This design comes from an exercise in tuning for small area and a short achievable clock period on the open sky130 flow, not from production work.
The RTL was checked by simulation tests, not by an equivalence proof against the original design.
Power and IR drop assume default switching activity.

--- constraint.sdc ---
create_clock -name core_clock -period 10.0 [get_ports {clk200_i}]
set_input_delay 2.0000 -clock core_clock [delete_from_list [all_inputs] [get_ports {clk200_i}]]
set_output_delay 2.0000 -clock core_clock [all_outputs]
set_load 0.01 [all_outputs]
--- config.mk ---
export PLATFORM = sky130hd
export DESIGN_NAME = tdc_click_top
export DESIGN_NICKNAME = tdc_click_top
export VERILOG_FILES = /design/flow/design.v
export SDC_FILE = /design/flow/constraint.sdc
export NUM_CORES = 4
export LEC_CHECK = 0
export CAP_MARGIN = 20
export CORE_MARGIN = 2
export CORE_UTILIZATION = 40
export SLEW_MARGIN = 20
--- run.sh ---
#!/bin/bash
# synth_recipe.tcl (not shown) runs the flow's synth.tcl, then flattens the netlist and writes it again
# the make line also repeats each setting of config.mk as NAME=value (left out here)
make -C /OpenROAD-flow-scripts/flow DESIGN_CONFIG=/design/flow/config.mk WORK_HOME=/design/flow/orfs CLKGATE_MAP_FILE= SYNTH_SCRIPT=/design/flow/synth_recipe.tcl finish
--- design.v ---
`timescale 1ns/1ps
module apb_cfg_regs #(
	parameter int CNT_W = 32
) (
	input  logic             clk200_i,
	input  logic             gc_rst,
	input  logic             apb_psel_i,
	input  logic             apb_penable_i,
	input  logic             apb_pwrite_i,
	input  logic [7:0]       apb_paddr_i,
	input  logic [31:0]      apb_pwdata_i,
	output logic [31:0]      apb_prdata_o,
	output logic             apb_pready_o,
	output logic             apb_pslverr_o,
	output logic             cfg_enable,
	output logic             cfg_start,
	output logic [2:0]       cfg_mode,
	output logic [5:0]       cfg_index_bits,
	output logic [5:0]       cfg_stop_bits,
	output logic [13:0]      cfg_tdc_shift,
	output logic [31:0]      cfg_gate0,
	output logic [31:0]      cfg_gate1,
	input  logic [CNT_W-1:0] cnt_total,
	input  logic [CNT_W-1:0] cnt_click0,
	input  logic [CNT_W-1:0] cnt_click1,
	input  logic             cnt_latched
);
	localparam int TIME_W = 14;
	localparam logic [7:0] REG_CTRL   = 8'h00;
	localparam logic [7:0] REG_FRAME  = 8'h04;
	localparam logic [7:0] REG_SHIFT  = 8'h08;
	localparam logic [7:0] REG_GATE0  = 8'h0C;
	localparam logic [7:0] REG_GATE1  = 8'h10;
	localparam logic [7:0] REG_TOTAL  = 8'h14;
	localparam logic [7:0] REG_CLICK0 = 8'h18;
	localparam logic [7:0] REG_CLICK1 = 8'h1C;
	localparam logic [2:0] MODE_OFF = 3'd0;
	logic addr_hit;
	logic wr_en;
	assign addr_hit = (apb_paddr_i[7:5] == 3'd0) && (apb_paddr_i[1:0] == 2'd0);
	assign apb_pready_o  = 1'b1;
	assign apb_pslverr_o = apb_psel_i & apb_penable_i & ~addr_hit;
	assign wr_en         = apb_psel_i & apb_penable_i & apb_pwrite_i & addr_hit;
	always_ff @(posedge clk200_i or posedge gc_rst) begin
		if (gc_rst) begin
			cfg_enable     <= 1'b0;
			cfg_start      <= 1'b0;
			cfg_mode       <= MODE_OFF;
			cfg_index_bits <= '0;
			cfg_stop_bits  <= '0;
			cfg_tdc_shift  <= '0;
			cfg_gate0      <= '0;
			cfg_gate1      <= '0;
		end else if (wr_en) begin
			case (apb_paddr_i)
				REG_CTRL: begin
					cfg_enable <= apb_pwdata_i[0];
					cfg_start  <= apb_pwdata_i[1];
					cfg_mode   <= apb_pwdata_i[4:2];
				end
				REG_FRAME: begin
					cfg_index_bits <= apb_pwdata_i[5:0];
					cfg_stop_bits  <= apb_pwdata_i[13:8];
				end
				REG_SHIFT: cfg_tdc_shift <= apb_pwdata_i[TIME_W-1:0];
				REG_GATE0: cfg_gate0 <= apb_pwdata_i;
				REG_GATE1: cfg_gate1 <= apb_pwdata_i;
				default: ;
			endcase
		end
	end
	always_comb begin
		case (apb_paddr_i)
			REG_CTRL:   apb_prdata_o = {23'd0, cnt_latched, 3'd0, cfg_mode, cfg_start, cfg_enable};
			REG_FRAME:  apb_prdata_o = {16'd0, 2'd0, cfg_stop_bits, 2'd0, cfg_index_bits};
			REG_SHIFT:  apb_prdata_o = {18'd0, cfg_tdc_shift};
			REG_GATE0:  apb_prdata_o = cfg_gate0;
			REG_GATE1:  apb_prdata_o = cfg_gate1;
			REG_TOTAL:  apb_prdata_o = 32'(cnt_total);
			REG_CLICK0: apb_prdata_o = 32'(cnt_click0);
			REG_CLICK1: apb_prdata_o = 32'(cnt_click1);
			default:    apb_prdata_o = '0;
		endcase
	end
endmodule
`timescale 1ns/1ps
module stop_frame_rx (
	input  logic        clk200_i,
	input  logic        gc_rst,
	input  logic        frame_i,
	input  logic        sdi_i,
	input  logic        cfg_enable,
	input  logic [5:0]  cfg_index_bits,
	input  logic [5:0]  cfg_stop_bits,
	input  logic [31:0] sum_i,
	output logic        stop_valid_o,
	output logic [31:0] word_o
);
	localparam int TDC_W = 32;
	localparam int STRETCH_CYCLES = 4;
	localparam logic [2:0] IDLE       = 3'd0;
	localparam logic [2:0] WAIT_FRAME = 3'd1;
	localparam logic [2:0] SKIP_INDEX = 3'd2;
	localparam logic [2:0] SHIFT_STOP = 3'd3;
	localparam logic [2:0] HOLD       = 3'd4;
	logic [2:0]       state;
	logic [6:0]       bit_cnt;
	logic             sdi_r;
	logic             sdi_2r;
	logic [TDC_W-1:0] shreg;
	always_ff @(posedge clk200_i or posedge gc_rst) begin
		if (gc_rst) begin
			state        <= IDLE;
			stop_valid_o <= 1'b0;
		end else begin
			stop_valid_o <= 1'b0;
			case (state)
				IDLE: begin
					if (cfg_enable)
						state <= WAIT_FRAME;
				end
				WAIT_FRAME: begin
					if (!cfg_enable)
						state <= IDLE;
					else if (frame_i)
						state <= SKIP_INDEX;
				end
				SKIP_INDEX: begin
					if (bit_cnt == '0)
						state <= SHIFT_STOP;
				end
				SHIFT_STOP: begin
					if (bit_cnt == '0) begin
						state        <= HOLD;
						stop_valid_o <= 1'b1;
					end
				end
				HOLD: begin
					if (bit_cnt == '0)
						state <= WAIT_FRAME;
				end
				default: state <= IDLE;
			endcase
		end
	end
	always_ff @(posedge clk200_i) begin
		if (state == WAIT_FRAME)
			bit_cnt <= {1'b0, cfg_index_bits} + 7'd1;
		else if (state == SKIP_INDEX && bit_cnt == '0)
			bit_cnt <= {1'b0, cfg_stop_bits} - 7'd1;
		else if (state == SHIFT_STOP && bit_cnt == '0)
			bit_cnt <= 7'(STRETCH_CYCLES - 1);
		else
			bit_cnt <= bit_cnt - 7'd1;
	end
	always_ff @(posedge clk200_i) begin
		sdi_r  <= sdi_i;
		sdi_2r <= sdi_r;
		if (state == WAIT_FRAME)
			shreg <= '0;
		else if (state == SHIFT_STOP)
			shreg <= {shreg[TDC_W-2:0], sdi_2r};
		else if (stop_valid_o)
			shreg <= sum_i;
	end
	assign word_o = shreg;
endmodule
`timescale 1ns/1ps
module click_timestamp (
	input  logic        clk200_i,
	input  logic        gc_rst,
	input  logic        pps_i,
	input  logic        cfg_start,
	input  logic [2:0]  cfg_mode,
	input  logic [13:0] cfg_tdc_shift,
	input  logic [31:0] cfg_gate0,
	input  logic [31:0] cfg_gate1,
	input  logic        stop_valid_i,
	input  logic [31:0] word_i,
	output logic [31:0] sum_o,
	output logic        click_pulse_o,
	output logic        in_gate0_o,
	output logic        in_gate1_o,
	output logic        gc_running_o,
	output logic        rec_valid_o,
	output logic [1:0]  rec_click_o,
	output logic [47:0] rec_gc_o,
	output logic [31:0] rec_tdc_o
);
	localparam int GC_W   = 48;
	localparam int TIME_W = 14;
	localparam int GATE_PERIOD = 625;
	localparam int GC_LATENCY = 12;
	localparam logic [GC_W-1:0] GC_INIT = {GC_W{1'b1}} - GC_W'(GC_LATENCY);
	localparam logic [2:0] MODE_NO_GATE = 3'd1;
	localparam logic [2:0] MODE_GATED   = 3'd2;
	localparam logic [1:0] IDLE       = 2'd0;
	localparam logic [1:0] WAIT_START = 2'd1;
	localparam logic [1:0] DETECT_PPS = 2'd2;
	localparam logic [1:0] RUN        = 2'd3;
	logic [1:0]        state;
	logic              pps_r;
	logic [GC_W-1:0]   gcm;
	logic [TIME_W-1:0] fine;
	logic [4:0]        k625;
	logic [9:0]        gate_mod;
	logic [3:0]        bucket;
	logic [3:0]        bucket_r;
	logic              hit_g0;
	logic              hit_g1;
	logic              phase_hi;
	logic              phase_zero;
	logic              stop_run;
	logic              rec_take;
	logic [1:0]        rec_code;
	logic [2:0]        slot_lo;
	logic              stamp_cy;
	assign sum_o = word_i + 32'(cfg_tdc_shift);
	assign fine  = sum_o[TIME_W-1:0];
	assign k625     = 5'(fine / 14'd625);
	assign gate_mod = 10'(fine - 14'(k625) * 14'd625);
	assign phase_hi = k625[0];
	assign bucket   = (k625[4:1] >= 4'd8) ? 4'd9 : k625[4:1] + 4'd1;
	function automatic logic gate_hit(input logic [9:0] t, input logic [31:0] g);
		logic [10:0] d;
		d = {1'b0, t} - {1'b0, g[9:0]};
		gate_hit = (g[23:10] == '0) && !d[10] && (d[9:8] == 2'd0) && (d[7:0] < g[31:24]);
	endfunction
	assign hit_g0     = gate_hit(gate_mod, cfg_gate0);
	assign hit_g1     = gate_hit(gate_mod, cfg_gate1);
	assign phase_zero = (gate_mod == '0) && !phase_hi;
	assign stop_run     = stop_valid_i && (state == RUN);
	assign gc_running_o = state == RUN;
	always_comb begin
		rec_take = 1'b0;
		rec_code = 2'b11;
		case (cfg_mode)
			MODE_NO_GATE: rec_take = 1'b1;
			MODE_GATED: begin
				rec_take = (hit_g0 | hit_g1) & ~phase_zero;
				rec_code = {~hit_g0, phase_hi};
			end
			default: rec_take = 1'b0;
		endcase
	end
	always_ff @(posedge clk200_i or posedge gc_rst) begin
		if (gc_rst) begin
			state         <= IDLE;
			rec_valid_o   <= 1'b0;
			click_pulse_o <= 1'b0;
		end else begin
			case (state)
				IDLE: state <= WAIT_START;
				WAIT_START: begin
					if (cfg_start && !pps_i)
						state <= DETECT_PPS;
				end
				DETECT_PPS: begin
					if (!cfg_start)
						state <= WAIT_START;
					else if (pps_i && !pps_r)
						state <= RUN;
				end
				RUN: ;
				default: state <= IDLE;
			endcase
			rec_valid_o   <= stop_run & rec_take;
			click_pulse_o <= stop_run;
		end
	end
	always_ff @(posedge clk200_i) begin
		pps_r <= pps_i;
		if (state == RUN)
			gcm <= gcm + 1'b1;
		else
			gcm <= GC_INIT;
		in_gate0_o  <= hit_g0;
		in_gate1_o  <= hit_g1;
		rec_click_o <= rec_code;
		bucket_r    <= bucket;
	end
	assign slot_lo   = word_i[TIME_W+2:TIME_W] + 3'd1 + {2'd0, bucket_r[3]};
	assign stamp_cy  = (word_i[TIME_W+2:TIME_W] == 3'd6) & bucket_r[3];
	assign rec_gc_o  = {gcm[GC_W-1:6] + {41'd0, stamp_cy}, slot_lo, bucket_r[2:0]};
	assign rec_tdc_o = word_i;
endmodule
`timescale 1ns/1ps
module click_rate_counters #(
	parameter int WINDOW_CYCLES = 1000,
	parameter int CNT_W = $clog2(WINDOW_CYCLES / 8 + 2)
) (
	input  logic             clk200_i,
	input  logic             gc_rst,
	input  logic             click_pulse_i,
	input  logic             in_gate0_i,
	input  logic             in_gate1_i,
	input  logic             gc_running_i,
	output logic [CNT_W-1:0] cnt_total,
	output logic [CNT_W-1:0] cnt_click0,
	output logic [CNT_W-1:0] cnt_click1,
	output logic             cnt_latched,
	output logic             count_valid_o
);
	localparam int WIN_W = $clog2(WINDOW_CYCLES);
	logic [WIN_W-1:0] win_cnt;
	logic             win_end;
	logic [CNT_W-1:0] total_cnt;
	logic [CNT_W-1:0] click0_cnt;
	logic [CNT_W-1:0] click1_cnt;
	logic [CNT_W-1:0] total_next;
	logic [CNT_W-1:0] click0_next;
	logic [CNT_W-1:0] click1_next;
	assign win_end = gc_running_i && (win_cnt == WIN_W'(WINDOW_CYCLES - 1));
	assign total_next  = total_cnt + CNT_W'(click_pulse_i);
	assign click0_next = click0_cnt + CNT_W'(click_pulse_i & in_gate0_i);
	assign click1_next = click1_cnt + CNT_W'(click_pulse_i & in_gate1_i);
	always_ff @(posedge clk200_i) begin
		if (!gc_running_i || win_end) begin
			win_cnt    <= '0;
			total_cnt  <= '0;
			click0_cnt <= '0;
			click1_cnt <= '0;
		end else begin
			win_cnt    <= win_cnt + 1'b1;
			total_cnt  <= total_next;
			click0_cnt <= click0_next;
			click1_cnt <= click1_next;
		end
	end
	always_ff @(posedge clk200_i or posedge gc_rst) begin
		if (gc_rst) begin
			count_valid_o <= 1'b0;
			cnt_total     <= '0;
			cnt_click0    <= '0;
			cnt_click1    <= '0;
			cnt_latched   <= 1'b0;
		end else begin
			count_valid_o <= win_end;
			if (win_end) begin
				cnt_total   <= total_next;
				cnt_click0  <= click0_next;
				cnt_click1  <= click1_next;
				cnt_latched <= 1'b1;
			end
		end
	end
endmodule
`timescale 1ns/1ps
module tdc_click_top #(
	parameter int WINDOW_CYCLES = 1000
) (
	input  logic        clk200_i,
	input  logic        gc_rst,
	input  logic        apb_psel_i,
	input  logic        apb_penable_i,
	input  logic        apb_pwrite_i,
	input  logic [7:0]  apb_paddr_i,
	input  logic [31:0] apb_pwdata_i,
	output logic [31:0] apb_prdata_o,
	output logic        apb_pready_o,
	output logic        apb_pslverr_o,
	input  logic        frame_i,
	input  logic        sdi_i,
	input  logic        pps_i,
	output logic        rec_valid_o,
	output logic [1:0]  rec_click_o,
	output logic [47:0] rec_gc_o,
	output logic [31:0] rec_tdc_o,
	output logic        count_valid_o
);
	localparam int CNT_W = $clog2(WINDOW_CYCLES / 8 + 2);
	logic        cfg_enable;
	logic        cfg_start;
	logic [2:0]  cfg_mode;
	logic [5:0]  cfg_index_bits;
	logic [5:0]  cfg_stop_bits;
	logic [13:0] cfg_tdc_shift;
	logic [31:0] cfg_gate0;
	logic [31:0] cfg_gate1;
	logic [CNT_W-1:0] cnt_total;
	logic [CNT_W-1:0] cnt_click0;
	logic [CNT_W-1:0] cnt_click1;
	logic             cnt_latched;
	logic        stop_valid;
	logic [31:0] word;
	logic [31:0] sum;
	logic        click_pulse;
	logic        in_gate0;
	logic        in_gate1;
	logic        gc_running;
	apb_cfg_regs #(
		.CNT_W (CNT_W)
	) i_apb_regs (
		.clk200_i       (clk200_i),
		.gc_rst         (gc_rst),
		.apb_psel_i     (apb_psel_i),
		.apb_penable_i  (apb_penable_i),
		.apb_pwrite_i   (apb_pwrite_i),
		.apb_paddr_i    (apb_paddr_i),
		.apb_pwdata_i   (apb_pwdata_i),
		.apb_prdata_o   (apb_prdata_o),
		.apb_pready_o   (apb_pready_o),
		.apb_pslverr_o  (apb_pslverr_o),
		.cfg_enable     (cfg_enable),
		.cfg_start      (cfg_start),
		.cfg_mode       (cfg_mode),
		.cfg_index_bits (cfg_index_bits),
		.cfg_stop_bits  (cfg_stop_bits),
		.cfg_tdc_shift  (cfg_tdc_shift),
		.cfg_gate0      (cfg_gate0),
		.cfg_gate1      (cfg_gate1),
		.cnt_total      (cnt_total),
		.cnt_click0     (cnt_click0),
		.cnt_click1     (cnt_click1),
		.cnt_latched    (cnt_latched)
	);
	stop_frame_rx i_frame_rx (
		.clk200_i       (clk200_i),
		.gc_rst         (gc_rst),
		.frame_i        (frame_i),
		.sdi_i          (sdi_i),
		.cfg_enable     (cfg_enable),
		.cfg_index_bits (cfg_index_bits),
		.cfg_stop_bits  (cfg_stop_bits),
		.sum_i          (sum),
		.stop_valid_o   (stop_valid),
		.word_o         (word)
	);
	click_timestamp i_timestamp (
		.clk200_i      (clk200_i),
		.gc_rst        (gc_rst),
		.pps_i         (pps_i),
		.cfg_start     (cfg_start),
		.cfg_mode      (cfg_mode),
		.cfg_tdc_shift (cfg_tdc_shift),
		.cfg_gate0     (cfg_gate0),
		.cfg_gate1     (cfg_gate1),
		.stop_valid_i  (stop_valid),
		.word_i        (word),
		.sum_o         (sum),
		.click_pulse_o (click_pulse),
		.in_gate0_o    (in_gate0),
		.in_gate1_o    (in_gate1),
		.gc_running_o  (gc_running),
		.rec_valid_o   (rec_valid_o),
		.rec_click_o   (rec_click_o),
		.rec_gc_o      (rec_gc_o),
		.rec_tdc_o     (rec_tdc_o)
	);
	click_rate_counters #(
		.WINDOW_CYCLES (WINDOW_CYCLES),
		.CNT_W         (CNT_W)
	) i_rate_cnt (
		.clk200_i      (clk200_i),
		.gc_rst        (gc_rst),
		.click_pulse_i (click_pulse),
		.in_gate0_i    (in_gate0),
		.in_gate1_i    (in_gate1),
		.gc_running_i  (gc_running),
		.cnt_total     (cnt_total),
		.cnt_click0    (cnt_click0),
		.cnt_click1    (cnt_click1),
		.cnt_latched   (cnt_latched),
		.count_valid_o (count_valid_o)
	);
endmodule
==> reports/metrics.cfg, run 1 <==
[routing]
ant_nets = 0
drt_pass1_iterations = 6
wl_um = 47700
routedWlPerCell_um = 18.2
drc = 0
vias_per_cell = 5.47
vias = 14400
drt-initial-drc-count = 739

[global_route]
grt_max_degree = 67
global_route.usage.met2_pct = 38.8
grt_util_met3_pct = 3.37
overflow = 0
use_met1_pct = 28.6
grt_pass1_wl_um = 75900
grt.busiest_layer = met2
grt_pass1_vias = 14300
grt.total_usage_pct = 22.3
antenna_found_initial = 1

[layout]
finalCoreUtilization_pct = 51.3
drive_above_1_share_pct = 18.3
nets = 2222
fin_area_um2 = 20800
final_cells = 2627
syn_to_final_growth_pct = 27.4

[pwr]
pwr-share-clk_pct = 43.8
power_density_nw_per_um2 = 118
power_mw = 2.46
power.share.sequential_pct = 44.2
leakage_nw = 8.89
irDropWorstVdd_uv = 134
p_sw_mw = 0.656
intPower_mw = 1.81
switching_share_pct = 26.6
pwr-share-comb_pct = 12.0

[critical_path]
arrival_ns = 10.58
worstReg2RegEnd = i_timestamp.rec_valid_o$_DFF_PP0_
cpMostUsedCell = inv_2
r2r_slack_ns = -0.06
path_max_fanout = 6
worst_path_max_delay_cell = fa_1
cpPeakStageDelay_ns = 0.44
cp-start-kind = flip-flop
worstSetupPathType = reg -> reg
end_kind = flip-flop
required_ns = 10.52
ff2ff_path_depth = 49
r2r_start = i_apb_regs.cfg_tdc_shift[0]$_DFFE_PP0P_

[sta]
drv_slew = 0
clock_skew_ns = 0.0365
period_minus_slack_ns = 10.06
finalWorstSetupSlack_ns = -0.0610
setup_viol = 1
post-route-period-util_pct = 101
maxSlewHeadroom_pct = 27.5
fmax_mhz = 99.4
rsz0062_at_grt = yes
hold_violations = 0
tightest_slew_ns = 1.08

[yosys]
yosysTopAreaCell = dfrtp_1
ys_ff_latch = 255
synthDistinctLibCells = 104
synth-edff-count = 0
synth_area_leaders = dfrtp_1, dfxtp_1, ha_1
syn_area_um2 = 16300
synth_common_cells = nand2_1, dfxtp_1, dfrtp_1, o21ai_0, nor2_1
synth_most_common_cell = nand2_1
synth_cells = 1834
synth_area_per_cell_um2 = 8.90
ys.flop_type = dfxtp_1
yosysTopAreaCellShare_pct = 19.3
synthArstFlopShare_pct = 49.4
yosys_warnings = 4
yosysSeqAreaShare_pct = 35.1
syn_nets = 1983

[clock_tree]
root_buffer = clkbuf_16
tritoncts = yes
clock_latency_ns = 0.59
cts_buffer_depth = 3
htree_levels = 1
numCtsBuffers = 29
cts_num_sinks = 255
cts.clk_slew.worst_paths_ns = 0.06

[floorplanning]
die_w_um = 206
start_util_pct = 40.3
placementRows = 74
die_h_um = 206
dieArea_um2 = 42500
ios = 166
core_area_um2 = 40600

[worst_hold_path]
min_to = i_frame_rx.sdi_2r$_DFF_P_
holdCritStartpoint = i_frame_rx.sdi_r$_DFF_P_
hold_path_depth = 0
hold_path.class = reg -> reg

[outcome]
status = complete, but fails checks
violations = negative setup slack

[placed_design]
post-dp-hpwl_um = 35900
dp.cells = 2549
numPortBuffers = 164
pre_cts_slack_ns = -0.118
dpl_cell_area_um2 = 19200
gp_congestion = 0.917

[flow_run]
maxCapViolations = 0

## layout by cell type, fill, tap and decap left out, types with 80 or more instances in the layout
cell	Yosys	routed
buf_4	6	117
inv_1	89	84
clkdlybuf4s50_1	0	164
nand3_1	92	89
xnor2_1	92	87
nand2_1	186	181
dfxtp_1	129	128
nor2_1	110	107
o21ai_0	112	107
ha_1	90	80
dfrtp_1	126	125
## flip-flops by register name, indices dropped and copies added (netlist names), 10 cells and up
name,flops
i_timestamp.gcm,48
i_apb_regs.cfg_gate0,32
i_apb_regs.cfg_gate1,32
i_frame_rx.shreg,32
i_apb_regs.cfg_tdc_shift,14
i_rate_cnt.win_cnt,10
## critical path: cells and delay by family, from the launching register on
kind,cells,cell delay (ns)
AOI/OAI and AO/OA,18,3.82
xor gates and xnor gates,2,0.27
adders and majority gates,8,2.18
buffers and inverters,8,0.85
DFF,1,0.41
muxes,2,0.42
and+or+nand+nor,11,2.04
## layer usage
metal / wire length (um) / vias to the layer above / part of all wire [%]
li1: - / 7059 / -
met4: 1150 / 0 / 2.4
met2: 23400 / 257 / 49
met5: 0 / - / 0
met3: 1980 / 72 / 4.1
met1: 21200 / 6969 / 44
## logic make-up after synthesis
family | Yosys count | synth area share (%)
AO/OA/AOI/OAI | 379 | 16.4
XOR/XNOR | 160 | 8.74
adder cells (fa/ha/maj) | 101 | 8.24
buffers and inverters | 176 | 4.31
flip-flops | 255 | 35.1
multiplexers | 95 | 6.46
other | 1 | 0.0230
AND/OR/NAND/NOR | 667 | 20.7
## power groups by stage
stage / Sequential, mW / Combinational [mW] / Clock (mW)
2_1_floorplan: 1.10 / 0.199 / 0
3_3_place_gp: 1.11 / 0.286 / 0
3_5_place_dp: 1.11 / 0.291 / 0
4_1_cts: 1.09 / 0.294 / 1.10
5_1_grt: 1.09 / 0.335 / 1.14
6_report: 1.09 / 0.297 / 1.08
## worst max-delay path by stage
stage,start,to,slack (ns),cells after the start
after floorplan,i_apb_regs.cfg_tdc_shift[0]$_DFFE_PP0P_,i_timestamp.rec_valid_o$_DFF_PP0_,0.005,50
after global placement,i_apb_regs.cfg_tdc_shift[0]$_DFFE_PP0P_,i_timestamp.rec_valid_o$_DFF_PP0_,0.10,46
after detailed placement,i_apb_regs.cfg_tdc_shift[0]$_DFFE_PP0P_,i_timestamp.rec_valid_o$_DFF_PP0_,-0.12,50
after CTS,i_apb_regs.cfg_tdc_shift[0]$_DFFE_PP0P_,i_timestamp.rec_valid_o$_DFF_PP0_,0.01,51
after global routing,i_apb_regs.cfg_tdc_shift[0]$_DFFE_PP0P_,i_timestamp.rec_valid_o$_DFF_PP0_,-0.45,51
final,i_apb_regs.cfg_tdc_shift[0]$_DFFE_PP0P_,i_timestamp.rec_valid_o$_DFF_PP0_,-0.06,49
## final cells by class
cell class / count / area, um2
fillers: 3818 / 19700
inverters: 95 / 367
diodes: 1 / 2.50
flip-flops and latches: 255 / 5740
well taps: 532 / 666
repair buffers: 289 / 2630
multi-input cells: 1403 / 10400
clock inverters: 12 / 138
clock buffers: 40 / 827
## what timing repair did
| item | CTS | global route |
|---|---|---|
| setup buffers | 7 | 17 |
| gates resized for setup | 20 | 75 |
| endpoints found under the setup margin | 1 | 4 |
| pin swaps | 16 | 40 |
| hold buffers | 0 | 0 |
## per-stage QoR
| stage | hold slack (ns) | setup TNS [ns] |
|---|---|---|
| after floorplan | 0.310 | 0 |
| after global placement | 0.321 | 0 |
| after detailed placement | 0.321 | -0.118 |
| after CTS | 0.346 | 0 |
| after global routing | 0.359 | -0.928 |
| final | 0.351 | -0.0610 |
==> inputs of run 2 (changes only) <==
--- a/design.v
+++ b/design.v
@@ -20,2 +20,3 @@
 	output logic [13:0]      cfg_tdc_shift,
+	output logic [13:0]      shift_next,
 	output logic [31:0]      cfg_gate0,
@@ -71,2 +72,3 @@
 	end
+	assign shift_next = (wr_en && apb_paddr_i == REG_SHIFT) ? apb_pwdata_i[TIME_W-1:0] : cfg_tdc_shift;
 	always_comb begin
@@ -94,3 +96,3 @@
 	input  logic [5:0]  cfg_stop_bits,
-	input  logic [31:0] sum_i,
+	input  logic [13:0] shift_i,
 	output logic        stop_valid_o,
@@ -110,2 +112,6 @@
 	logic [TDC_W-1:0] shreg;
+	logic [TDC_W-1:0] shreg_next;
+	logic             last_bit;
+	assign shreg_next = {shreg[TDC_W-2:0], sdi_2r};
+	assign last_bit   = (state == SHIFT_STOP) && (bit_cnt == '0);
 	always_ff @(posedge clk200_i or posedge gc_rst) begin
@@ -160,6 +166,6 @@
 			shreg <= '0;
+		else if (last_bit)
+			shreg <= shreg_next + {18'd0, shift_i};
 		else if (state == SHIFT_STOP)
-			shreg <= {shreg[TDC_W-2:0], sdi_2r};
-		else if (stop_valid_o)
-			shreg <= sum_i;
+			shreg <= shreg_next;
 	end
@@ -174,3 +180,2 @@
 	input  logic [2:0]  cfg_mode,
-	input  logic [13:0] cfg_tdc_shift,
 	input  logic [31:0] cfg_gate0,
@@ -179,3 +184,2 @@
 	input  logic [31:0] word_i,
-	output logic [31:0] sum_o,
 	output logic        click_pulse_o,
@@ -206,2 +210,4 @@
 	logic [9:0]        gate_mod;
+	logic [TIME_W-1:0] k_off;
+	logic [TIME_W-1:0] fine_off;
 	logic [3:0]        bucket;
@@ -217,6 +223,15 @@
 	logic              stamp_cy;
-	assign sum_o = word_i + 32'(cfg_tdc_shift);
-	assign fine  = sum_o[TIME_W-1:0];
-	assign k625     = 5'(fine / 14'd625);
-	assign gate_mod = 10'(fine - 14'(k625) * 14'd625);
+	assign fine = word_i[TIME_W-1:0];
+	always_comb begin
+		k625  = '0;
+		k_off = '0;
+		for (int i = 1; i <= 26; i++) begin
+			if (fine >= 14'(GATE_PERIOD * i)) begin
+				k625  = 5'(i);
+				k_off = 14'(GATE_PERIOD * i);
+			end
+		end
+	end
+	assign fine_off = fine - k_off;
+	assign gate_mod = fine_off[9:0];
 	assign phase_hi = k625[0];
@@ -224,5 +239,5 @@
 	function automatic logic gate_hit(input logic [9:0] t, input logic [31:0] g);
-		logic [10:0] d;
-		d = {1'b0, t} - {1'b0, g[9:0]};
-		gate_hit = (g[23:10] == '0) && !d[10] && (d[9:8] == 2'd0) && (d[7:0] < g[31:24]);
+		logic [10:0] hi;
+		hi = {1'b0, g[9:0]} + {3'd0, g[31:24]};
+		gate_hit = (g[23:10] == '0) && (t >= g[9:0]) && ({1'b0, t} < hi);
 	endfunction
@@ -385,3 +400,3 @@
 	logic [31:0] word;
-	logic [31:0] sum;
+	logic [13:0] shift_next;
 	logic        click_pulse;
@@ -409,2 +424,3 @@
 		.cfg_tdc_shift  (cfg_tdc_shift),
+		.shift_next     (shift_next),
 		.cfg_gate0      (cfg_gate0),
@@ -424,3 +440,3 @@
 		.cfg_stop_bits  (cfg_stop_bits),
-		.sum_i          (sum),
+		.shift_i        (shift_next),
 		.stop_valid_o   (stop_valid),
@@ -434,3 +450,2 @@
 		.cfg_mode      (cfg_mode),
-		.cfg_tdc_shift (cfg_tdc_shift),
 		.cfg_gate0     (cfg_gate0),
@@ -439,3 +454,2 @@
 		.word_i        (word),
-		.sum_o         (sum),
 		.click_pulse_o (click_pulse),
--- a/config.mk
+++ b/config.mk
@@ -10,2 +10,3 @@
 export CORE_UTILIZATION = 40
+export SETUP_SLACK_MARGIN = 5
 export SLEW_MARGIN = 20
==> run 2 against run 1 <==
Compared with the run above: now clean on timing, DRC and antenna; sequential cell count stayed put; sequential power up 6%; setup slack improved by 4.5 ns; wire length is 4.4% higher; final cell count down 1.8%; combinational power rose to 8.0 times the previous value; highest routed layer unchanged; clock power increased by 4%; count of clock-buffer cells in the layout is 8 higher; via count grew 0.43%; clock skew shrank 0.027 ns; synthesized cell count decreased by 2.8%.
==> reports/metrics.cfg, run 2 <==
[outcome]
status = complete, no violations

[clock_tree]
root_buffer = clkbuf_16
numCtsBuffers = 30  ; +3.4%
cts_buffer_depth = 3  ; unchanged
htree_levels = 1  ; unchanged
tritoncts = yes
clock_latency_ns = 0.58  ; about the same
cts.clk_slew.worst_paths_ns = 0.06  ; about the same
ctsHoldBuffers = 0  ; unchanged
cts_num_sinks = 255  ; unchanged

[pwr]
leakage_nw = 9.21  ; +3.5%
power_mw = 4.66  ; +89%
power_density_nw_per_um2 = 222  ; +88%
irDropWorstVdd_uv = 196  ; +46%

[yosys]
synth_fa_ha_area_share_pct = 8.12  ; -0.13 points
yosys_warnings = 4  ; unchanged
synth_cells = 1782  ; -2.8%
synth_area_leaders = dfrtp_1, dfxtp_1, ha_1
synth_xor_area_share_pct = 8.98  ; +0.24 points
synth_common_cells = nand2_1, nor2_1, dfxtp_1, dfrtp_1, ha_1
synth_top_family_by_area = simple AND/OR/NAND/NOR gates
syn_area_um2 = 15700  ; -3.9%
yosysSeqAreaShare_pct = 36.5  ; +1.4 points
yosysTopAreaCellShare_pct = 20.1  ; +0.78 points
synth-simple-area-share_pct = 19.5  ; -1.2 points
synth_most_common_cell = nand2_1
synth-edff-count = 0  ; unchanged
synthDistinctLibCells = 80  ; -23%
synth_compound_area_share_pct = 15.1  ; -1.2 points
ys_ff_latch = 255  ; unchanged
yosysTopAreaCell = dfrtp_1
synth_mux_area_share_pct = 7.63  ; +1.2 points
ys.flop_type = dfxtp_1
synth_area_per_cell_um2 = 8.81  ; -1.1%
synthArstFlopShare_pct = 49.4  ; unchanged
syn_nets = 1927  ; -2.8%

[global_route]
grt_pass1_wl_um = 77300  ; +1.8%
grt_max_degree = 74  ; +10%
antenna_found_initial = 1  ; unchanged
grt_pass1_vias = 14000  ; -1.9%
grt.total_usage_pct = 23.4  ; +1.1 points
overflow = 0  ; unchanged

[flow_run]
maxCapViolations = 0  ; unchanged

[layout]
fin_area_um2 = 21000  ; +0.81%
layout_commonest_cell = nand2_1
multi_input_area_um2 = 10400  ; -0.37%
finalCoreUtilization_pct = 54.3  ; +3.0 points
final_cell_mix = nand2_1, dfrtp_1, buf_4, nor2_1, dfxtp_1
seqCellArea_um2 = 5810  ; +1.2%
syn_to_final_growth_pct = 33.7
nets = 2182  ; -1.8%
largest_register_ffs = 48  ; unchanged
drive_above_1_share_pct = 24.9  ; +6.6 points
regMostFlops = i_timestamp.gcm
final_cells = 2580  ; -1.8%
fillCellCount = 3485  ; -8.7%

[routing]
drt-initial-drc-count = 1064  ; +44%
ant_nets = 0  ; unchanged
routedWlPerCell_um = 19.3  ; +6.3%
wl_um = 49800  ; +4.4%
vias_per_cell = 5.59  ; +2.3%
vias = 14400  ; +0.43%
drt_pass1_iterations = 7  ; +1
drc = 0  ; unchanged

[sta]
maxSlewHeadroom_pct = 31.9  ; +4.4 points
whs_ns = 0.330  ; -0.0205 ns
hold_violations = 0  ; unchanged
fmax_mhz = 181  ; +82%
drv_slew = 0  ; unchanged
setup-tns-final_ns = 0  ; +0.0610 ns
period_minus_slack_ns = 5.54  ; -4.52 ns
setup_viol = 0  ; -1
clock_skew_ns = 0.00978  ; -0.0267 ns
post-route-period-util_pct = 55.4  ; -45 points
rsz0062_at_grt = yes
finalWorstSetupSlack_ns = 4.46  ; +4.52 ns
tightest_slew_ns = 1.02  ; -0.0640 ns

[critical_path]
worst_path_max_delay_cell = a222oi_1
end_kind = output pin
crit_chain = buf_6 > nor3_4 > nand2_4 > nor4b_4 > buf_4 > buf_12 > buf_12 > buf_4 > a222oi_1 > inv_1 > buf_2
worstSetupPathType = in -> out
path_max_fanout = 4  ; -2
arrival_ns = 3.54  ; -7.04 ns
required_ns = 8.00  ; -2.52 ns
cpPeakStageDelay_ns = 0.50  ; +0.06 ns
cp-start-kind = input port

[floorplanning]
core_area_um2 = 38600  ; -4.7%
start_util_pct = 40.6  ; +0.34 points
placementRows = 72  ; -2.7%
die_w_um = 202  ; -1.9%
die_h_um = 202  ; -1.9%
ios = 166  ; unchanged
dieArea_um2 = 40800  ; -3.8%

[placed_design]
pre_cts_slack_ns = 3.28  ; +3.40 ns
dpl_cell_area_um2 = 17800  ; -7.1%
post-dp-hpwl_um = 33100  ; -7.8%
numPortBuffers = 164  ; unchanged
gp_congestion = 0.884  ; -3.6%
dp.cells = 2389  ; -6.3%

[worst_hold_path]
hold_path.class = reg -> reg

## run 2: power breakdown
part           internal (mW)  switching, mW  leakage [nW]
sequential              1.08         0.0704          2.75
combinational           1.10           1.29          5.97
clock                  0.661          0.459         0.493
## run 2: path summary, 6_finish.rpt
| kind | depth (start not counted) | slack [ns] | end | startpoint |
|---|---|---|---|---|
| max in group asynchronous | 4 | 6.59 | i_apb_regs.cfg_gate1[20]$_DFFE_PP0P_ | gc_rst |
| setup / recovery | 11 | 4.46 | apb_prdata_o[7] | apb_paddr_i[7] |
| setup reg to reg | 27 | 4.92 | i_timestamp.rec_valid_o$_DFF_PP0_ | i_frame_rx.shreg[2]$_SDFFE_PP0P_ |
| hold / removal | 0 | 0.33 | i_frame_rx.sdi_2r$_DFF_P_ | i_frame_rx.sdi_r$_DFF_P_ |
| min in group asynchronous | 3 | 1.99 | i_rate_cnt.cnt_latched$_DFFE_PP0P_ | gc_rst |
| hold reg to reg | 0 | 0.33 | i_frame_rx.sdi_2r$_DFF_P_ | i_frame_rx.sdi_r$_DFF_P_ |
## run 2: critical path, delay by kind of cell
kind | cells | cell delay [ns]
buffers and inverters | 7 | 0.84
and+or+nand+nor | 3 | 0.18
AOI/OAI and AO/OA | 1 | 0.50
## run 2: area by class of cell
cell class / instances / area share, %
diodes: 1 / 0.0119
clock buffers: 48 / 4.23
clock inverters: 8 / 0.584
inverters: 68 / 1.23
multi-input cells: 1373 / 49.6
flip-flops and latches: 255 / 27.7
well taps: 518 / 3.09
repair buffers: 309 / 13.5
## run 2: logic make-up after synthesis
kind of cell / after synthesis
adders and majority gates: 100
and+or+nand+nor: 645
buffers and inverters: 156
xor gates and xnor gates: 160
other: 1
DFF: 255
AOI/OAI and AO/OA: 358
muxes: 107
## run 2: repair_timing
item                                    4_1_cts  5_1_grt
cloned                                        5        3
endpoints found under the setup margin       95       73
gates resized for setup                     351      140
buffers inserted                             73       53
pin swaps                                    64       63
## run 2: routing by layer
metal	GRT usage (%)	routed length [um]	vias up
li1	-	-	6893
met1	31.9	21900	6971
met2	38.4	23600	460
met3	3.08	2750	95
met4	7.35	1470	0
met5	0	0	-
==> inputs of run 3 (changes only) <==
--- a/config.mk
+++ b/config.mk
@@ -9,3 +9,3 @@
 export CORE_MARGIN = 2
-export CORE_UTILIZATION = 40
+export CORE_UTILIZATION = 60
 export SETUP_SLACK_MARGIN = 5
==> run 3 against run 2 <==
Compared with the run above: still clean on timing, DRC and antenna; synthesized cell count unchanged; global-route usage up 10 points; count of clock-buffer cells in the layout down 8; critical path type unchanged; non-clock buffer count decreased by 5; sequential share of layout area is 0.40 points higher; largest cell class unchanged; sequential cell count stayed put; largest power group unchanged; critical endpoint is now apb_prdata_o[4].
==> reports/metrics.cfg, run 3 <==
[pwr]
power_density_nw_per_um2 = 230  ; +3.7%
power_mw = 4.77  ; +2.3%
leakage_nw = 9.15  ; -0.66%
irDropWorstVdd_uv = 560  ; +190%

[yosys]
yosysTopAreaCellShare_pct = 20.1  ; unchanged
synthArstFlopShare_pct = 49.4  ; unchanged
synth_area_per_cell_um2 = 8.81  ; unchanged
synth-edff-count = 0  ; unchanged
synth_top_family_by_area = simple AND/OR/NAND/NOR gates
ys.flop_type = dfxtp_1
syn_area_um2 = 15700  ; unchanged
synth_area_leaders = dfrtp_1, dfxtp_1, ha_1
synth_mux_area_share_pct = 7.63  ; unchanged
synth_xor_area_share_pct = 8.98  ; unchanged
ys_ff_latch = 255  ; unchanged
syn_nets = 1927  ; unchanged
yosys_warnings = 4  ; unchanged
synth_common_cells = nand2_1, nor2_1, dfxtp_1, dfrtp_1, ha_1
synth_cells = 1782  ; unchanged
yosysSeqAreaShare_pct = 36.5  ; unchanged
synth_most_common_cell = nand2_1
synth_compound_area_share_pct = 15.1  ; unchanged
yosysTopAreaCell = dfrtp_1
synth_fa_ha_area_share_pct = 8.12  ; unchanged
synthDistinctLibCells = 80  ; unchanged
synth-simple-area-share_pct = 19.5  ; unchanged

[critical_path]
r2r_start = i_frame_rx.shreg[1]$_SDFFE_PP0P_
required_ns = 8.00  ; about the same
worstReg2RegEnd = i_timestamp.rec_valid_o$_DFF_PP0_
path_max_fanout = 5  ; +1
cpPeakStageDelay_ns = 0.44  ; -0.06 ns
crit_chain = buf_4 > nand3b_1 > buf_4 > nor2_4 > buf_12 > buf_12 > a222oi_1 > nand4_1 > buf_2
worst_path_max_delay_cell = a222oi_1
r2r_slack_ns = 4.82  ; -0.10 ns
crit_family = buffers and inverters
worstSetupPathType = in -> out
startpoint = apb_paddr_i[2]
cp_num_cells = 9  ; -2
ff2ff_path_depth = 24  ; -11%
cp-start-kind = input port
crit_buf_inv = 5  ; -2
end_kind = output pin
endpoint = apb_prdata_o[4]
arrival_ns = 3.55  ; about the same

[clock_tree]
root_buffer = clkbuf_16
ctsHoldBuffers = 0  ; unchanged
htree_levels = 1  ; unchanged
clock_latency_ns = 0.57  ; about the same
numCtsBuffers = 28  ; -6.7%
cts_buffer_depth = 3  ; unchanged
cts.clk_slew.worst_paths_ns = 0.06  ; about the same
cts_num_sinks = 255  ; unchanged
tritoncts = yes

[placed_design]
numPortBuffers = 164  ; unchanged
post-dp-hpwl_um = 31300  ; -5.4%
gp_congestion = 0.937  ; +6.1%

[floorplanning]
placementRows = 59  ; -18%
die_h_um = 166  ; -18%
ios = 166  ; unchanged
die_w_um = 166  ; -18%
dieArea_um2 = 27500  ; -33%
core_area_um2 = 25800  ; -33%
start_util_pct = 60.7  ; +20 points

[global_route]
grt.busiest_layer = met2
grt_max_degree = 80  ; +8.1%
grt_pass1_vias = 14400  ; +3.3%
global_route.usage.met2_pct = 56.6  ; +18 points
use_met1_pct = 43.7  ; +12 points
grt_util_met3_pct = 4.80  ; +1.7 points
antenna_found_initial = 3  ; +2
grt_pass1_wl_um = 76000  ; -1.7%
grt.total_usage_pct = 33.5  ; +10 points
overflow = 0  ; unchanged

[sta]
drv_slew = 0  ; unchanged
clock_skew_ns = 0.0256  ; +0.0158 ns
post-route-period-util_pct = 55.5  ; +0.18 points
fmax_mhz = 180  ; -0.32%
rsz0062_at_grt = yes
period_minus_slack_ns = 5.55  ; +0.0178 ns
setup-tns-final_ns = 0  ; unchanged
maxSlewHeadroom_pct = 36.6  ; +4.7 points
hold_violations = 0  ; unchanged
setup_viol = 0  ; unchanged
tightest_slew_ns = 0.948  ; -0.0697 ns

[routing]
drt-initial-drc-count = 1530  ; +44%
routedWlPerCell_um = 20.8  ; +7.9%
wl_um = 49800  ; about the same
ant_nets = 0  ; unchanged
vias_per_cell = 6.31  ; +13%
drc = 0  ; unchanged
vias = 15100  ; +4.6%
drt_pass1_iterations = 6  ; -1

[layout]
final_cell_mix = nand2_1, dfrtp_1, buf_4, nor2_1, dfxtp_1
fillCellCount = 1692  ; -51%
largest_register_ffs = 48  ; unchanged
drive_above_1_share_pct = 24.9  ; -0.037 points
syn_to_final_growth_pct = 31.9
layout_commonest_cell = nand2_1
regMostFlops = i_timestamp.gcm
nets = 2175  ; -0.32%

[outcome]
status = complete, no violations

[flow_run]
maxCapViolations = 0  ; unchanged

[worst_hold_path]
hold_path.class = reg -> reg

-- run 3: kinds of logic (layout without fill, tap and decap cells) --
group / after synthesis / count (layout)
and+or+nand+nor: 645 / 647
AOI/OAI and AO/OA: 358 / 358
DFF: 255 / 255
xor gates and xnor gates: 160 / 160
buffers and inverters: 156 / 424
muxes: 107 / 107
adders and majority gates: 100 / 100
other: 1 / 4
-- run 3: metal layers --
layer	vias up	part of all wire [%]	routed length, um
met5	-	0	0
met4	0	4.2	2100
met3	165	7.9	3950
met2	745	48	24000
met1	7289	40	19700
li1	6887	-	-
-- run 3: layout make-up --
class	count	area (um2)	share of cell area, %
antenna	3	7.51	0.0363
clock buffer	40	858	4.15
clock inverter	12	97.6	0.472
inverter	68	262	1.26
multi-input combinational	1373	10400	50.2
sequential	255	5810	28.1
tap	335	419	2.03
timing repair buffer	304	2840	13.7
-- run 3: stage by stage --
stage,setup WS [ns],util [%],std cells,area [um2],hold WS [ns]
finish,4.45,80.1,2390,20700,0.324
global route,4.34,80.1,2390,20700,0.329
CTS,4.56,77.0,2339,19900,0.322
detailed placement,3.41,68.0,2202,17600,0.325
global placement,3.44,68.0,2202,17600,0.313
floorplan,4.82,-,1782,15800,0.310
-- run 3: power breakdown --
part           internal [mW]  switching (mW)  total (mW)
clock network          0.603           0.453        1.06
logic                   1.18            1.40        2.58
registers               1.08          0.0574        1.13
total                   2.86            1.91        4.77
-- run 3: how the worst min path moves through the flow --
stage	cells after the start	startpoint	end
floorplan	0	i_frame_rx.sdi_r$_DFF_P_	i_frame_rx.sdi_2r$_DFF_P_
finish	0	i_frame_rx.sdi_r$_DFF_P_	i_frame_rx.sdi_2r$_DFF_P_
detailed placement	0	i_frame_rx.sdi_r$_DFF_P_	i_frame_rx.sdi_2r$_DFF_P_
global route	0	i_frame_rx.sdi_r$_DFF_P_	i_frame_rx.sdi_2r$_DFF_P_
global placement	0	i_frame_rx.sdi_r$_DFF_P_	i_frame_rx.sdi_2r$_DFF_P_
CTS	0	i_frame_rx.sdi_r$_DFF_P_	i_frame_rx.sdi_2r$_DFF_P_
-- run 3: repair_timing --
| item | 4_1_cts | 5_1_grt |
|---|---|---|
| cloned | 7 | 1 |
| buffers inserted | 78 | 45 |
| pin swaps | 77 | 61 |
| endpoints found under the hold margin | 0 | 0 |
| endpoints found under the setup margin | 98 | 75 |
| resized for setup | 376 | 111 |
==> inputs of run 4 (changes only) <==
--- a/config.mk
+++ b/config.mk
@@ -7,5 +7,6 @@
 export LEC_CHECK = 0
+export ABC_CLOCK_PERIOD_IN_PS = 2000
 export CAP_MARGIN = 20
 export CORE_MARGIN = 2
-export CORE_UTILIZATION = 60
+export CORE_UTILIZATION = 40
 export SETUP_SLACK_MARGIN = 5
==> run 4 against run 3 <==
Compared with the run above: still clean on timing, DRC and antenna; register-to-register slack improved by 0.10 ns; clock skew decreased by 0.016 ns; via count fell by 4.4%; count of clock-buffer cells in the layout rose by 8; die area grew 49%; combinational power fell by 7%; first-iteration DRC count decreased by 30%; critical path type unchanged; largest cell class unchanged; highest routed layer unchanged.
==> reports/metrics.cfg, run 4 <==
[placed_design]
pre_cts_slack_ns = 3.28  ; -0.130 ns
numPortBuffers = 164  ; unchanged
post-dp-hpwl_um = 33100  ; +5.7%
gp_congestion = 0.884  ; -5.7%
dp.cells = 2389  ; +8.5%

[clock_tree]
numCtsBuffers = 30  ; +7.1%
cts_num_sinks = 255  ; unchanged
clock_latency_ns = 0.58  ; about the same
cts_buffer_depth = 3  ; unchanged
htree_levels = 1  ; unchanged
root_buffer = clkbuf_16
ctsHoldBuffers = 0  ; unchanged
tritoncts = yes
cts.clk_slew.worst_paths_ns = 0.06  ; about the same

[routing]
vias_per_cell = 5.59  ; -11%
ant_nets = 0  ; unchanged
routedWlPerCell_um = 19.3  ; -7.4%
drt-initial-drc-count = 1064  ; -30%
vias = 14400  ; -4.4%
drc = 0  ; unchanged
wl_um = 49800  ; about the same
drt_pass1_iterations = 7  ; +1

[sta]
rsz0062_at_grt = yes
post-route-period-util_pct = 55.4  ; -0.18 points
setup_viol = 0  ; unchanged
tightest_slew_ns = 1.02  ; +0.0697 ns
clock_skew_ns = 0.00978  ; -0.0158 ns
finalWorstSetupSlack_ns = 4.46  ; +0.0178 ns
whs_ns = 0.330  ; +0.00648 ns
hold_violations = 0  ; unchanged
maxSlewHeadroom_pct = 31.9  ; -4.7 points
fmax_mhz = 181  ; +0.32%
setup-tns-final_ns = 0  ; unchanged
drv_slew = 0  ; unchanged
period_minus_slack_ns = 5.54  ; -0.0178 ns

[yosys]
yosysSeqAreaShare_pct = 36.5  ; unchanged
synth_common_cells = nand2_1, nor2_1, dfxtp_1, dfrtp_1, ha_1
synth_area_leaders = dfrtp_1, dfxtp_1, ha_1
synthDistinctLibCells = 80  ; unchanged
syn_area_um2 = 15700  ; unchanged
synth-edff-count = 0  ; unchanged
syn_nets = 1927  ; unchanged
ys_ff_latch = 255  ; unchanged
synth_most_common_cell = nand2_1
synth_area_per_cell_um2 = 8.81  ; unchanged
yosysTopAreaCell = dfrtp_1
synthArstFlopShare_pct = 49.4  ; unchanged
synth_cells = 1782  ; unchanged
ys.flop_type = dfxtp_1
yosysTopAreaCellShare_pct = 20.1  ; unchanged
yosys_warnings = 4  ; unchanged

[pwr]
irDropWorstVdd_uv = 196  ; -65%
leakage_nw = 9.21  ; +0.67%
power_density_nw_per_um2 = 222  ; -3.6%

[worst_hold_path]
hold_path.class = reg -> reg

[critical_path]
cp-start-kind = input port
path_max_fanout = 4  ; -1
r2r_slack_ns = 4.92  ; +0.10 ns
crit_chain = buf_6 > nor3_4 > nand2_4 > nor4b_4 > buf_4 > buf_12 > buf_12 > buf_4 > a222oi_1 > inv_1 > buf_2
worst_path_max_delay_cell = a222oi_1
arrival_ns = 3.54  ; about the same
crit_family = buffers and inverters
required_ns = 8.00  ; about the same
cpPeakStageDelay_ns = 0.50  ; +0.06 ns
worstSetupPathType = in -> out
crit_buf_inv = 7  ; +2
end_kind = output pin

[layout]
nets = 2182  ; +0.32%
largest_register_ffs = 48  ; unchanged
layout_commonest_cell = nand2_1
drive_above_1_share_pct = 24.9  ; +0.037 points
finalCoreUtilization_pct = 54.3  ; -26 points
regMostFlops = i_timestamp.gcm
final_cell_mix = nand2_1, dfrtp_1, buf_4, nor2_1, dfxtp_1
final_cells = 2580  ; +7.9%
syn_to_final_growth_pct = 33.7

[global_route]
grt_pass1_wl_um = 77300  ; +1.7%
grt_max_degree = 74  ; -7.5%
antenna_found_initial = 1  ; -2
grt.total_usage_pct = 23.4  ; -10 points
grt_pass1_vias = 14000  ; -3.2%
overflow = 0  ; unchanged

[floorplanning]
core_area_um2 = 38600  ; +50%
dieArea_um2 = 40800  ; +49%
placementRows = 72  ; +22%
die_h_um = 202  ; +22%
die_w_um = 202  ; +22%
start_util_pct = 40.6  ; -20 points
ios = 166  ; unchanged

[flow_run]
maxCapViolations = 0  ; unchanged

[outcome]
status = complete, no violations

-- run 4: cell counts after synthesis --
No cell type changed its count.
-- run 4: stage by stage --
stage	power, mW	area, um2
after floorplan	2.43	15800
after global routing	4.99	21000
after global placement	2.86	17800
after CTS	4.36	20100
after detailed placement	2.91	17800
final	4.66	21000
-- run 4: worst register-to-register path: cells and delay by family (launching register included) --
kind                       cells  cell delay, ns
buffers and inverters         13            1.67
xor gates and xnor gates       1            0.20
and+or+nand+nor                5            1.24
DFF                            1            0.37
AOI/OAI and AO/OA              7            1.26
adders and majority gates      1            0.28
-- run 4: layout make-up --
cell class / count / area [um2]
multi-input combinational: 1373 / 10400
inverter: 68 / 259
sequential: 255 / 5810
fill: 3485 / 17700
antenna: 1 / 2.50
tap: 518 / 648
clock inverter: 8 / 123
timing repair buffer: 309 / 2840
clock buffer: 48 / 888
-- run 4: path summary, 6_finish.rpt --
path | cells after the start | start | endpoint
max | 11 | apb_paddr_i[7] | apb_prdata_o[7]
min | 0 | i_frame_rx.sdi_r$_DFF_P_ | i_frame_rx.sdi_2r$_DFF_P_
max reg2reg | 27 | i_frame_rx.shreg[2]$_SDFFE_PP0P_ | i_timestamp.rec_valid_o$_DFF_PP0_
min reg2reg | 0 | i_frame_rx.sdi_r$_DFF_P_ | i_frame_rx.sdi_2r$_DFF_P_
max in group asynchronous | 4 | gc_rst | i_apb_regs.cfg_gate1[20]$_DFFE_PP0P_
min in group asynchronous | 3 | gc_rst | i_rate_cnt.cnt_latched$_DFFE_PP0P_
-- run 4: logic make-up after synthesis --
kind of cell / count (synthesis) / synth area share, %
flops: 255 / 36.5
fa+ha+maj: 100 / 8.12
buf+inv: 156 / 4.06
xor+xnor: 160 / 8.98
simple gates: 645 / 19.5
mux: 107 / 7.63
other cells: 1 / 0.0239
compound gates: 358 / 15.1
-- run 4: power breakdown --
part | total [mW] | switching [mW] | internal [mW]
Clock | 1.12 | 0.459 | 0.661
Combinational | 2.39 | 1.29 | 1.10
Sequential | 1.15 | 0.0704 | 1.08
Total | 4.66 | 1.82 | 2.84
-- run 4: repair_timing --
item | 4_1_cts | 5_1_grt
pin swaps | 64 | 63
setup endpoints to repair | 95 | 73
setup buffers | 73 | 53
resized for setup | 351 | 140
gates cloned | 5 | 3
-- run 4: metal layers --
layer / routed length (um) / part of all wire, % / GRT usage (%) / up-vias
met5: 0 / 0 / 0 / -
met3: 2750 / 5.5 / 3.08 / 95
met4: 1470 / 3.0 / 7.35 / 0
met2: 23600 / 47 / 38.4 / 460
li1: - / - / - / 6893
met1: 21900 / 44 / 31.9 / 6971
==> inputs of run 5 (changes only) <==
--- a/config.mk
+++ b/config.mk
@@ -7,3 +7,2 @@
 export LEC_CHECK = 0
-export ABC_CLOCK_PERIOD_IN_PS = 2000
 export CAP_MARGIN = 20
@@ -11,3 +10,2 @@
 export CORE_UTILIZATION = 40
-export SETUP_SLACK_MARGIN = 5
 export SLEW_MARGIN = 20
==> run 5 against run 4 <==
Compared with the run above: still clean on timing, DRC and antenna; fmax is 19% lower; final cell count fell by 5.1%; via count is 4.9% lower; sequential share of layout area rose by 2.7 points; final area down 10%; clock power rose by 11%; critical path type unchanged.
==> reports/metrics.cfg, run 5 <==
[clock_tree]
cts_setup_buffers = 0  ; -100%
ctsResizeCount = 0  ; -100%
cts.clk_slew.worst_paths_ns = 0.06  ; about the same
ctsHoldBuffers = 0  ; unchanged
clock_latency_ns = 0.60  ; +0.02 ns
cts_buffer_depth = 3  ; unchanged
tritoncts = yes
numCtsBuffers = 31  ; +3.3%
cts_num_sinks = 255  ; unchanged
htree_levels = 1  ; unchanged
root_buffer = clkbuf_16

[layout]
final_cell_mix = nand2_1, clkdlybuf4s50_1, nor2_1, dfxtp_1, dfrtp_1
layout_commonest_cell = nand2_1
final_cells = 2448  ; -5.1%
drive_above_1_share_pct = 8.34  ; -17 points
regMostFlops = i_timestamp.gcm
largest_register_ffs = 48  ; unchanged
syn_to_final_growth_pct = 20.2
nets = 2050  ; -6.0%
fin_area_um2 = 18900  ; -10%
num_antenna_cells = 0  ; -1
finalCoreUtilization_pct = 48.8  ; -5.5 points
fillCellCount = 3647  ; +4.6%

[critical_path]
crit_buf_inv = 2  ; -5
cp-start-kind = input port
cpPeakStageDelay_ns = 0.91  ; +0.41 ns
worst_path_max_delay_cell = nor2_1
worstSetupPathType = in -> out
crit_chain = clkdlybuf4s50_1 > nor3_1 > nand2b_1 > nor2_1 > a22oi_1 > nand4_1 > clkdlybuf4s50_1
arrival_ns = 4.83  ; +1.29 ns
cpMostUsedCell = clkdlybuf4s50_1
required_ns = 8.00  ; about the same
crit_family = simple AND/OR/NAND/NOR gates
path_max_fanout = 12  ; +8
end_kind = output pin

[sta]
maxSlewHeadroom_pct = 23.1  ; -8.8 points
clock_skew_ns = 0.0320  ; +0.0222 ns
fmax_mhz = 146  ; -19%
post-route-period-util_pct = 68.3  ; +13 points
whs_ns = 0.334  ; +0.00405 ns
setup-tns-final_ns = 0  ; unchanged
tightest_slew_ns = 1.15  ; +0.131 ns
drv_slew = 0  ; unchanged
hold_violations = 0  ; unchanged
finalWorstSetupSlack_ns = 3.17  ; -1.29 ns
setup_viol = 0  ; unchanged
rsz0062_at_grt = no
period_minus_slack_ns = 6.83  ; +1.29 ns

[floorplanning]
start_util_pct = 40.6  ; unchanged
placementRows = 72  ; unchanged
ios = 166  ; unchanged
core_area_um2 = 38600  ; unchanged
dieArea_um2 = 40800  ; unchanged
die_w_um = 202  ; unchanged
die_h_um = 202  ; unchanged

[outcome]
status = complete, no violations

[pwr]
power_density_nw_per_um2 = 220  ; -1.0%
power_mw = 4.15  ; -11%
leakage_nw = 8.23  ; -11%
irDropWorstVdd_uv = 221  ; +12%

[yosys]
synth-edff-count = 0  ; unchanged
synth_most_common_cell = nand2_1
synthArstFlopShare_pct = 49.4  ; unchanged
synth_common_cells = nand2_1, nor2_1, dfxtp_1, dfrtp_1, ha_1
yosysSeqAreaShare_pct = 36.5  ; unchanged
synth_cells = 1782  ; unchanged
synth_area_leaders = dfrtp_1, dfxtp_1, ha_1
yosys_warnings = 4  ; unchanged
ys.flop_type = dfxtp_1
ys_ff_latch = 255  ; unchanged
synth_area_per_cell_um2 = 8.81  ; unchanged
syn_area_um2 = 15700  ; unchanged
yosysTopAreaCell = dfrtp_1
yosysTopAreaCellShare_pct = 20.1  ; unchanged
syn_nets = 1927  ; unchanged
synthDistinctLibCells = 80  ; unchanged

[global_route]
antenna_found_initial = 1  ; unchanged
overflow = 0  ; unchanged
grt.total_usage_pct = 22.2  ; -1.2 points
grt_max_degree = 82  ; +11%
grt_pass1_vias = 13300  ; -4.9%
grt_pass1_wl_um = 73700  ; -4.7%

[flow_run]
maxCapViolations = 0  ; unchanged

[routing]
vias_per_cell = 5.60  ; +0.21%
drt_pass1_iterations = 6  ; -1
drt-initial-drc-count = 1268  ; +19%
vias = 13700  ; -4.9%
ant_nets = 0  ; unchanged
routedWlPerCell_um = 18.7  ; -3.2%
wl_um = 45700  ; -8.2%
drc = 0  ; unchanged

[placed_design]
numPortBuffers = 164  ; unchanged
dpl_cell_area_um2 = 17700  ; -0.52%
pre_cts_slack_ns = 3.27  ; -0.00970 ns
gp_congestion = 0.903  ; +2.2%
post-dp-hpwl_um = 33500  ; +1.3%
dp.cells = 2390  ; +0.042%

[worst_hold_path]
hold_path.class = reg -> reg

==> run 5: power breakdown <==
part / switching, mW / leakage [nW] / internal [mW]
logic: 1.05 / 4.94 / 0.714
registers: 0.0741 / 2.74 / 1.08
clock network: 0.470 / 0.554 / 0.766
==> run 5: path summary, 6_finish.rpt <==
kind,startpoint,end,slack (ns),cells past startpoint
min in group asynchronous,gc_rst,i_rate_cnt.cnt_click1[6]$_DFFE_PP0P_,1.85,2
max in group asynchronous,gc_rst,i_apb_regs.cfg_gate0[13]$_DFFE_PP0P_,6.98,3
worst min register to register,i_frame_rx.sdi_r$_DFF_P_,i_frame_rx.sdi_2r$_DFF_P_,0.33,0
worst min-delay path,i_frame_rx.sdi_r$_DFF_P_,i_frame_rx.sdi_2r$_DFF_P_,0.33,0
worst max-delay path,apb_paddr_i[5],apb_prdata_o[0],3.17,7
worst max register to register,i_frame_rx.shreg[6]$_SDFFE_PP0P_,i_timestamp.rec_valid_o$_DFF_PP0_,3.78,23
==> run 5: layer usage <==
metal	part of all wire, %	wire, um	GRT usage [%]
met4	2.6	1200	6.54
met3	5.8	2640	3.00
met2	46	21100	35.1
met5	0	0	0
met1	46	20800	31.7
==> run 5: cell families (layout without fill, tap and decap cells) <==
family | after synthesis | after routing | synth area share [%]
muxes | 107 | 107 | 7.63
AOI/OAI and AO/OA | 358 | 358 | 15.1
adders and majority gates | 100 | 100 | 8.12
xor gates and xnor gates | 160 | 160 | 8.98
buffers and inverters | 156 | 304 | 4.06
and+or+nand+nor | 645 | 645 | 19.5
DFF | 255 | 255 | 36.5
other | 1 | 1 | 0.0239
==> run 5: cell type report <==
cell class                      count  area, um2  area share (%)
Multi-Input combinational cell   1371       9340            49.5
Sequential cell                   255       5740            30.4
Timing Repair Buffer              178       1750            9.28
Clock buffer                       42        867            4.60
Tap cell                          518        648            3.44
Clock inverter                     16        258            1.37
Inverter                           68        258            1.37
==> inputs of run 6 (changes only) <==
--- a/design.v
+++ b/design.v
@@ -20,3 +20,3 @@
 	output logic [13:0]      cfg_tdc_shift,
-	output logic [13:0]      shift_next,
+	output logic             shift_wr,
 	output logic [31:0]      cfg_gate0,
@@ -72,3 +72,3 @@
 	end
-	assign shift_next = (wr_en && apb_paddr_i == REG_SHIFT) ? apb_pwdata_i[TIME_W-1:0] : cfg_tdc_shift;
+	assign shift_wr = wr_en && (apb_paddr_i == REG_SHIFT);
 	always_comb begin
@@ -97,2 +97,4 @@
 	input  logic [13:0] shift_i,
+	input  logic [13:0] shift_wdata_i,
+	input  logic        shift_wr_i,
 	output logic        stop_valid_o,
@@ -114,4 +116,8 @@
 	logic             last_bit;
+	logic [TDC_W-1:0] sum_reg;
+	logic [TDC_W-1:0] sum_wr;
 	assign shreg_next = {shreg[TDC_W-2:0], sdi_2r};
 	assign last_bit   = (state == SHIFT_STOP) && (bit_cnt == '0);
+	assign sum_reg    = shreg_next + {18'd0, shift_i};
+	assign sum_wr     = shreg_next + {18'd0, shift_wdata_i};
 	always_ff @(posedge clk200_i or posedge gc_rst) begin
@@ -167,3 +173,3 @@
 		else if (last_bit)
-			shreg <= shreg_next + {18'd0, shift_i};
+			shreg <= shift_wr_i ? sum_wr : sum_reg;
 		else if (state == SHIFT_STOP)
@@ -400,3 +406,3 @@
 	logic [31:0] word;
-	logic [13:0] shift_next;
+	logic        shift_wr;
 	logic        click_pulse;
@@ -424,3 +430,3 @@
 		.cfg_tdc_shift  (cfg_tdc_shift),
-		.shift_next     (shift_next),
+		.shift_wr       (shift_wr),
 		.cfg_gate0      (cfg_gate0),
@@ -440,3 +446,5 @@
 		.cfg_stop_bits  (cfg_stop_bits),
-		.shift_i        (shift_next),
+		.shift_i        (cfg_tdc_shift),
+		.shift_wdata_i  (apb_pwdata_i[13:0]),
+		.shift_wr_i     (shift_wr),
 		.stop_valid_o   (stop_valid),
--- a/config.mk
+++ b/config.mk
@@ -10,2 +10,3 @@
 export CORE_UTILIZATION = 40
+export SETUP_SLACK_MARGIN = 5
 export SLEW_MARGIN = 20
==> run 6 against run 5 <==
Compared with the run above: sequential cell count stayed put; via count increased by 9.6%; sequential power decreased by 3%; final area increased by 12%; combinational power is 61% lower; setup slack gained 1.4 ns; clock skew is 0.0067 ns lower; count of clock-buffer cells in the layout grew 6; die area increased by 1.2%; critical endpoint is now apb_prdata_o[13].
==> reports/metrics.cfg, run 6 <==
[sta]
hold_violations = 0  ; unchanged
setup-tns-final_ns = 0  ; unchanged
post-route-period-util_pct = 54.3  ; -14 points
clock_skew_ns = 0.0253  ; -0.00667 ns
setup_viol = 0  ; unchanged
maxSlewHeadroom_pct = 32.2  ; +9.0 points
finalWorstSetupSlack_ns = 4.57  ; +1.40 ns
fmax_mhz = 184  ; +26%

[global_route]
antenna_found_initial = 6  ; +5
overflow = 0  ; unchanged
grt.total_usage_pct = 24.7  ; +2.5 points
grt_pass1_wl_um = 81700  ; +11%

[routing]
ant_nets = 0  ; unchanged
drt_pass1_iterations = 8  ; +2
vias = 15000  ; +9.6%
wl_um = 52500  ; +15%
vias_per_cell = 5.77  ; +3.0%

[placed_design]
numPortBuffers = 164  ; unchanged
pre_cts_slack_ns = 3.36  ; +0.0900 ns
post-dp-hpwl_um = 35300  ; +5.3%

[critical_path]
startpoint = apb_paddr_i[5]
r2r_slack_ns = 4.86  ; +1.08 ns
path_max_fanout = 8  ; -4
cpMostUsedCell = buf_6
r2r_start = i_frame_rx.shreg[6]$_SDFFE_PP0P_
worstReg2RegEnd = i_timestamp.rec_valid_o$_DFF_PP0_
cp_num_cells = 11  ; +4
worst_path_max_delay_cell = nor4b_4
cp-start-kind = input port

[floorplanning]
placementRows = 73  ; +1.4%
dieArea_um2 = 41300  ; +1.2%
core_area_um2 = 39500  ; +2.1%
die_h_um = 203  ; +0.61%
die_w_um = 203  ; +0.61%

[worst_hold_path]
holdCritStartpoint = i_frame_rx.sdi_r$_DFF_P_

[clock_tree]
root_buffer = clkbuf_16
cts_buffer_depth = 3  ; unchanged
ctsHoldBuffers = 0  ; unchanged
clock_latency_ns = 0.60  ; about the same

[yosys]
synth_area_leaders = dfrtp_1, dfxtp_1, ha_1
ys.flop_type = dfxtp_1
synth_area_per_cell_um2 = 8.75  ; -0.64%
yosysSeqAreaShare_pct = 36.1  ; -0.45 points

[layout]
syn_to_final_growth_pct = 33.1
fillCellCount = 3620  ; -0.74%
largest_register_ffs = 48  ; unchanged

[pwr]
power_density_nw_per_um2 = 137  ; -38%
power_mw = 2.90  ; -30%

[outcome]
status = complete, no violations

## run 6: power breakdown
part	internal [mW]	total (mW)	switching [mW]
sequential	1.06	1.11	0.0488
clock	0.644	1.11	0.463
combinational	0.296	0.682	0.386
total	2.00	2.90	0.898
## run 6: final cells by class
cell class,count,area (um2),share of cell area [%]
sequential,255,5810,27.5
clock buffer,48,900,4.26
multi-input combinational,1411,10600,50.2
antenna,6,15.0,0.0710
tap,525,657,3.11
clock inverter,10,96.3,0.456
timing repair buffer,291,2820,13.4
inverter,59,226,1.07
## run 6: routing by layer
layer	GRT usage, %	vias up	share of wire [%]
li1	-	7036	-
met1	32.7	7347	43
met2	41.2	531	48
met3	3.66	114	6.5
met4	8.86	0	3.1
met5	0	-	0
## run 6: worst min path at each step
| stage | endpoint | depth (start not counted) |
|---|---|---|
| 4_1_cts | i_frame_rx.sdi_2r$_DFF_P_ | 0 |
| 6_report | i_frame_rx.sdi_2r$_DFF_P_ | 0 |
| 2_1_floorplan | i_frame_rx.sdi_2r$_DFF_P_ | 0 |
| 3_5_place_dp | i_frame_rx.sdi_2r$_DFF_P_ | 0 |
| 5_1_grt | i_frame_rx.sdi_2r$_DFF_P_ | 0 |
| 3_3_place_gp | i_frame_rx.sdi_2r$_DFF_P_ | 0 |
## run 6: per-stage QoR
| stage | utilization, % | std cells |
|---|---|---|
| 2_1_floorplan | - | 1816 |
| 3_3_place_gp | 45.9 | 2428 |
| 3_5_place_dp | 45.9 | 2428 |
| 4_1_cts | 52.1 | 2574 |
| 5_1_grt | 53.6 | 2604 |
| 6_report | 53.6 | 2605 |
## run 6: cell families after synthesis
| family | count (synthesis) | synth area share (%) |
|---|---|---|
| multiplexers | 106 | 7.43 |
| AND/OR/NAND/NOR | 684 | 20.8 |
| buffers and inverters | 150 | 3.69 |
| AO/OA/AOI/OAI | 376 | 16.0 |
| adder cells (fa/ha/maj) | 101 | 8.08 |
| other | 1 | 0.0236 |
| flip-flops | 255 | 36.1 |
| XOR/XNOR | 143 | 7.88 |
## run 6: repair_timing
action | CTS | global route
endpoints found under the hold margin | 0 | 0
setup buffers | 81 | 24
resized for setup | 352 | 114
cloned | 7 | 0
pin swaps | 85 | 39
setup endpoints to repair | 96 | 83
## run 6: worst register-to-register path: stages (launching register included)
cell	delay, ns
dfxtp_1	0.30
buf_6	0.18
or4_4	0.61
o311ai_4	0.27
a21boi_2	0.23
nand2_1	0.08
a21oi_2	0.20
inv_1	0.11
ha_4	0.19
fa_2	0.36
nand2b_1	0.19
a21oi_2	0.20
a21o_1	0.15
a21oi_2	0.06
o21a_1	0.21
xor2_2	0.16
inv_2	0.10
ha_1	0.29
a21oi_1	0.16
nor2b_1	0.07
a2111oi_1	0.27
o21a_1	0.22
a2111oi_4	0.07
o31ai_2	0.25
a41oi_1	0.08

port drivers added, routing unchanged:
Ports are ideal in the flow. The routed layouts listed here were re-timed in OpenROAD.
Step 1: set_driving_cell puts a clkbuf_16 on clk200_i and a buf_2 on each other input, an assumption about the parent block.
Step 2 also shifts input and output timing later by t, the mid clock arrival at the registers, as if the neighbouring blocks saw the same clock.
a / b / c = no drivers / after step 1 / after step 2; a / b = the first two.
| run | t (ns) | setup slack, ns | pins driven straight from the clock port |
|---|---|---|---|
| run 1 | 0.630 | -0.061 / -0.061 / -0.061 | 1 |
| run 2 | 0.631 | 4.464 / 4.410 / 4.087 | 1 |
| run 3 | 0.605 | 4.446 / 4.395 / 4.322 | 1 |
| run 4 | 0.631 | 4.464 / 4.410 / 4.087 | 1 |
| run 5 | 0.637 | 3.173 / 3.148 / 3.148 | 1 |
| run 6 | 0.639 | 4.574 / 4.540 / 4.297 | 1 |
